This is an optimization exercise on Yosys and OpenROAD, whose aim is small area, a short achievable clock period and few clock cycles per item, not a production implementation.
Only simulation tests tie the RTL to the original design; equivalence was not proved.

v46:
// variable_adjust_chain_alu
module variable_adjust_chain_alu
(
    input  logic                clk,
    input  logic                rst_n,
    input  logic                in_valid,
    output logic                in_ready,
    input  logic [173:0]        in_data_bits,
    output logic                out_valid,
    input  logic                out_ready,
    output logic [32:0]         out_data_bits
);
    logic [31:0] f_value, f_mask, f_add, f_divmod, f_start;
    logic [4:0]  f_shift;
    logic [1:0]  f_kind, f_size;
    logic [3:0]  f_op;
    logic        f_chain;
    assign {f_value, f_shift, f_mask, f_add, f_divmod, f_kind, f_op, f_size, f_chain, f_start} = in_data_bits;
    logic [5:0]  state_reg, state_next;
    logic [31:0] acc_reg;
    logic        outv_reg;
    logic [31:0] out_r_reg;
    logic        out_dz_reg;
    logic [31:0] x_reg, r_reg, d_reg;
    logic [3:0]  op_reg;
    logic [4:0]  cnt_reg;
    logic        neg_reg, wrem_reg, phase_reg, mul_reg, dz_reg, sd_reg, sgn_reg;
    logic        byte_q, word_q, kdiv_q, kmod_q, dzin_q;
    logic        div_q, sgn_q, rem_q, mul_q, max_q, csgn_q, sub_q;
    assign out_valid     = outv_reg;
    assign out_data_bits = {out_r_reg, out_dz_reg};
    logic s_idle, s_add, s_align, s_iter, s_fix, s_alu, s_shl;
    assign s_add   = state_reg[S_ADD];
    assign s_align = state_reg[S_ALIGN];
    assign s_iter  = state_reg[S_ITER];
    assign s_fix   = state_reg[S_FIX];
    assign s_alu   = state_reg[S_ALU];
    assign s_shl   = state_reg[S_SHL];
    assign s_idle  = (state_reg == 6'd0);
    function logic [31:0] sext_size(input logic [31:0] v, input logic is_byte, input logic is_word);
        logic [31:0] s;
        if (is_byte)
            s = {{24{v[7]}}, v[7:0]};
        else if (is_word)
            s = {{16{v[15]}}, v[15:0]};
        else
            s = v;
        sext_size = s;
    endfunction
    function logic [31:0] cneg(input logic [31:0] v, input logic s);
        logic [31:0] y;
        logic        seen;
        seen = 1'b0;
  ...
Settings: LEC_CHECK=0, CAP_MARGIN=20, CORE_MARGIN=2, CORE_UTILIZATION=35, PLACE_DENSITY=0.6, SETUP_SLACK_MARGIN=2.5, SLEW_MARGIN=20; clock period 7.0 ns.
run.sh (not shown) runs the stock make flow with config.mk's settings and CLKGATE_MAP_FILE= SYNTH_SCRIPT=/design/flow/synth_recipe.tcl, a recipe that flattens the netlist after the stock synthesis.
Testbench counts of v46, summed over its fixed seeds: cycles 24,490, items 3,200.
Input-level comparison between v36 and v46:
- putting ABC_AREA at 1 where nothing was set
## What came out
v46 has higher count of buffer and inverter cells on the critical path than v36.
Between v36 and v46, it is v36 whose global-route met1 utilization is lower, by 1.9 points.
Summary of v36 over v46: wire length after detailed routing went down by 10%, count of non-filler cells in the finished layout grew by 7.9%.
Relative to v46, the combined area of the multi-input logic cells measured on v36 has decreased by more than 10%.
Against v46, v36 comes in about 5% lower on area of the die.
Measured against each other, v36 and v46 differ in proportion of layout cells with a drive suffix above 1, the lower figure coming from v36.
v46 → v36: worst relative slew slack now larger, shortest period the worst path allows moved down, design area shows a reduction of about 6.6%.
Input-level comparison between v24 and v36:
- GPL_ROUTABILITY_DRIVEN newly set to 0
--- outcome ---
Largest fanout on the critical path, v24 and v36: higher on v24
From v36 to v24 the numbers moved as follows: post-route fraction of the period consumed by the critical path up 1.5 points, core utilization now sits higher.
Compared with v36, v24 shows number of non-clock buffers lower by about 2%.
Relative to v24, the following input files were edited for v4:
- clearing GPL_ROUTABILITY_DRIVEN, which used to be 0
- swapping 2.5 for 2.7 in SETUP_SLACK_MARGIN
==> run summary <==
From v24 to v4 the numbers moved as follows: worst hold slack lost 0.015 ns, maximum achievable frequency went up, post-route minimum period now smaller. v4 reports its cell at the slowest stage of the critical path as edfxtp_1 while v24 reports xnor2_1. v4 reached the end of the flow, and the finished layout is clean on the timing, DRC and antenna checks.
### v4 -> v39
- changing PLACE_DENSITY from 0.6 to 0.5
- changing SETUP_SLACK_MARGIN from 2.7 to 2.5
==> comparison <==
- Between v39 and v4, the proportion of cell area occupied by multi-input gates does not differ in any meaningful way.
- The clock-pin slew on the worst setup and hold paths of v4 and that of v39 are within noise of each other.
- In the tables for v39 and v4, worst setup slack reads lower with v4.
- [compare] base=v4 new=v39: post-route fraction of the period consumed by the critical path decreased by 0.70 points relative to the old numbers, mean routed wirelength per cell went up by 1.1 um, maximum number of pins on one net before global-route repair increased 1.

---

the previous run:
Another version of the RTL of variable_adjust_chain_alu (not shown whole).
Size in the first run: ~200 flip-flops.
clock: 7.0 ns
lec_check: 0
abc_area: 1
cap_margin: 20
core_margin: 2
core_utilization: 40
place_density: 0.6
setup_slack_margin: 2.5
slew_margin: 20
The previous run ran to completion and came out clean on the timing, DRC and antenna checks.
Testbench counts of the previous run, summed over its fixed seeds: cycles 27,436, items 3,200.
For the current run, these inputs were changed with respect to the previous run:
Settings: clearing ABC_AREA, which used to be 1.
==> comparison <==
[compare] base=the previous run new=the current run: total nets after synthesis shrank by 13%; pin count of the biggest net entering global routing rose 6.8%; setup total negative slack was more or less identical.
Compared the current run vs the previous run, and count of standard-cell rows is up in the current run.
Synthesized area on the current run is behind the previous run.
The current run vs the previous run: average cell area after synthesis up in the current run

---

## rev 12
variable_adjust_chain_alu, a different RTL version from the one above (not shown whole).
For scale: about 3200 cells after synthesis, about 200 flip-flops, roughly 0.024 mm² of cells after synthesis.
Settings: LEC_CHECK=0, CAP_MARGIN=20, CORE_MARGIN=2, CORE_UTILIZATION=40, PLACE_DENSITY=0.6, SETUP_SLACK_MARGIN=3.0, SLEW_MARGIN=20, TNS_END_PERCENT=5; clock period 7.0 ns.
Rev 12 went all the way through synthesis, placement and routing and the layout is clean on timing, DRC and antenna.
Testbench counts of rev 12, summed over its fixed seeds: cycles 27,436, items 3,200.
diff inputs: rev 12 => rev 13
Settings: SETUP_SLACK_MARGIN changed from 3.0 to 2.5.
--- outcome ---
Multi-input gate share of total cell area delta (rev 12 -> rev 13): insignificant. Rev 13 vs rev 12: final instance count without filler cells down slightly. Sort rev 12 and rev 13 by area added between synthesis and finish, ascending, and rev 13 comes first. Rev 13 finished every stage and its layout cleared the timing, DRC and antenna checks.

---

job 101:
Another version of the RTL of variable_adjust_chain_alu (not shown whole).
For scale: ~3700 cells after synthesis, roughly 210 I/O pins, roughly 23000 um2 of cells after synthesis.
==> flow/config.mk <==
export PLATFORM = sky130hd
export DESIGN_NAME = variable_adjust_chain_alu
export DESIGN_NICKNAME = variable_adjust_chain_alu
export VERILOG_FILES = /design/flow/design.v
export SDC_FILE = /design/flow/constraint.sdc
export NUM_CORES = 4
export LEC_CHECK = 0
export ABC_AREA = 1
export CAP_MARGIN = 20
export CORE_MARGIN = 2
export CORE_UTILIZATION = 40
export PLACE_DENSITY = 0.6
export SETUP_SLACK_MARGIN = 2.0
export SLEW_MARGIN = 20
==> flow/constraint.sdc <==
create_clock -name core_clock -period 7.0 [get_ports {clk}]
set_input_delay 1.4000 -clock core_clock [delete_from_list [all_inputs] [get_ports {clk}]]
set_output_delay 1.4000 -clock core_clock [all_outputs]
set_load 0.01 [all_outputs]
Job 101 ended with every stage complete and zero timing, DRC or antenna violations.
Testbench counts of job 101, summed over its fixed seeds: cycles 24,882, items 3,200.
Edits applied to the flow inputs when going from job 101 to job 102:
# job 101
export LEC_CHECK = 0
export ABC_AREA = 1
export CAP_MARGIN = 20
export CORE_MARGIN = 2
export CORE_UTILIZATION = 40
export PLACE_DENSITY = 0.6
export SETUP_SLACK_MARGIN = 2.0
export SLEW_MARGIN = 20
create_clock -name core_clock -period 7.0 [get_ports {clk}]
# job 102
export LEC_CHECK = 0
export ABC_AREA = 1
export CAP_MARGIN = 20
export CORE_MARGIN = 2
export CORE_UTILIZATION = 50
export PLACE_DENSITY = 0.65
export SETUP_SLACK_MARGIN = 2.5
export SLEW_MARGIN = 20
create_clock -name core_clock -period 7.0 [get_ports {clk}]
Notes after the runs:
Compared with job 101, job 102 shows wire length of the first global-routing pass lower by about 1.6%.
Delta(critical path data arrival time, job 102 - job 101) < 0
The final reports for job 102 and job 101 show number of buffers inserted to repair setup after CTS higher in the former.
Looking at data required time of the critical path, job 102 sits above job 101.
Summary: with job 101 as the reference, row count in job 102 moved down by more than 10%.

---

variable_adjust_chain_alu, a different RTL version from the one above (not shown whole).
For scale: ~190 flip-flops, roughly 210 I/O pins.
Settings: LEC_CHECK=0, ABC_CLOCK_PERIOD_IN_PS=3000, CAP_MARGIN=20, CORE_MARGIN=2, CORE_UTILIZATION=40, PLACE_DENSITY=0.6, SETUP_SLACK_MARGIN=3.5, SLEW_MARGIN=20; clock period 7.0 ns.
The first run went through all stages and came out clean.
Testbench counts at the start, summed over its fixed seeds: cycles 26,983, items 3,200.
Change:
- ABC_CLOCK_PERIOD_IN_PS: 3000 -> 4000
- SETUP_SLACK_MARGIN: 3.5 -> 2.5
Result:
- via count decreases slightly
- count of clock-buffer cells in the layout goes down by 1
- core utilization shrinks by 2.7 points

---

variable_adjust_chain_alu, a different RTL version from the one above (not shown whole).
Size: about 3600 cells after synthesis, roughly 210 I/O pins, roughly 22000 um^2 of cells after synthesis.
Settings: LEC_CHECK=0, ABC_AREA=1, CAP_MARGIN=20, CORE_MARGIN=2, CORE_UTILIZATION=40, PLACE_DENSITY=0.7, SETUP_SLACK_MARGIN=2.5, SLEW_MARGIN=20; clock period 7.0 ns.
The starting point passed the timing, DRC and antenna checks.
Testbench counts at the start, summed over its fixed seeds: cycles 24,882, items 3,200.
==> next run, changes <==
CORE_UTILIZATION = 35   (was 40)
PLACE_DENSITY = 0.6   (was 0.7)
Critical path depth goes up by 1; final cell count goes up by 1.2%; setup slack improved by 0.074 ns; routed wire length stays flat; die area goes up by 14%; count of clock-buffer cells in the layout goes up by 5.

-- port drivers added, routing unchanged --
The results above use ideal ports. As a check the final layouts listed here were re-extracted and re-timed, cells and wires unchanged.
Step 1 sets driving cells, clkbuf_16 on the clock port and buf_2 on the other inputs (assumed; they add their load-dependent delay and slew).
Step 2 also shifts input and output timing later by t, the mid clock arrival at the registers, as if the neighbouring blocks saw the same clock.
Three values: no drivers, after step 1, after step 2; two values: the first two.
run | shift t [ns] | slack for setup (ns) | hold slack, ns | worst register clock-pin slew, ns
v46 | 0.593 | 2.333 / 2.333 / 1.976 | 0.584 / 0.584 / 0.584 | 0.09 / 0.09
v36 | 0.591 | 2.565 / 2.565 / 2.117 | 0.454 / 0.454 / 0.454 | 0.10 / 0.10
v24 | 0.598 | 2.463 / 2.463 / 2.066 | 0.471 / 0.471 / 0.471 | 0.09 / 0.09
v4 | 0.598 | 2.511 / 2.511 / 2.291 | 0.456 / 0.456 / 0.456 | 0.10 / 0.10
v39 | 0.595 | 2.560 / 2.555 / 2.157 | 0.468 / 0.468 / 0.468 | 0.10 / 0.10
the previous run | 0.577 | 2.393 / 2.393 / 2.348 | 0.452 / 0.452 / 0.452 | 0.09 / 0.09
the current run | 0.585 | 2.315 / 2.315 / 2.315 | 0.537 / 0.537 / 0.537 | 0.10 / 0.10
rev 12 | 0.587 | 2.334 / 2.334 / 2.334 | 0.581 / 0.581 / 0.581 | 0.09 / 0.09
rev 13 | 0.601 | 2.188 / 2.122 / 2.196 | 0.538 / 0.538 / 0.538 | 0.10 / 0.10
job 101 | 0.584 | 2.151 / 2.151 / 2.151 | 0.455 / 0.455 / 0.455 | 0.09 / 0.09
job 102 | 0.595 | 2.362 / 2.362 / 2.078 | 0.477 / 0.477 / 0.477 | 0.10 / 0.10
the first run of note 5 | 0.583 | 1.843 / 1.843 / 1.843 | 0.549 / 0.549 / 0.549 | 0.10 / 0.10
the second run of note 5 | 0.588 | 1.949 / 1.949 / 1.949 | 0.534 / 0.534 / 0.534 | 0.09 / 0.09
the first run of note 6 | 0.583 | 2.476 / 2.476 / 2.054 | 0.450 / 0.450 / 0.450 | 0.09 / 0.09
the second run of note 6 | 0.581 | 2.550 / 2.550 / 2.074 | 0.446 / 0.446 / 0.446 | 0.09 / 0.09
After both steps setup and hold are still met in every run listed. The setup slack of the second run of note 6, which loses most, moves by 0.000 ns with the drivers and by -0.476 ns with both steps.
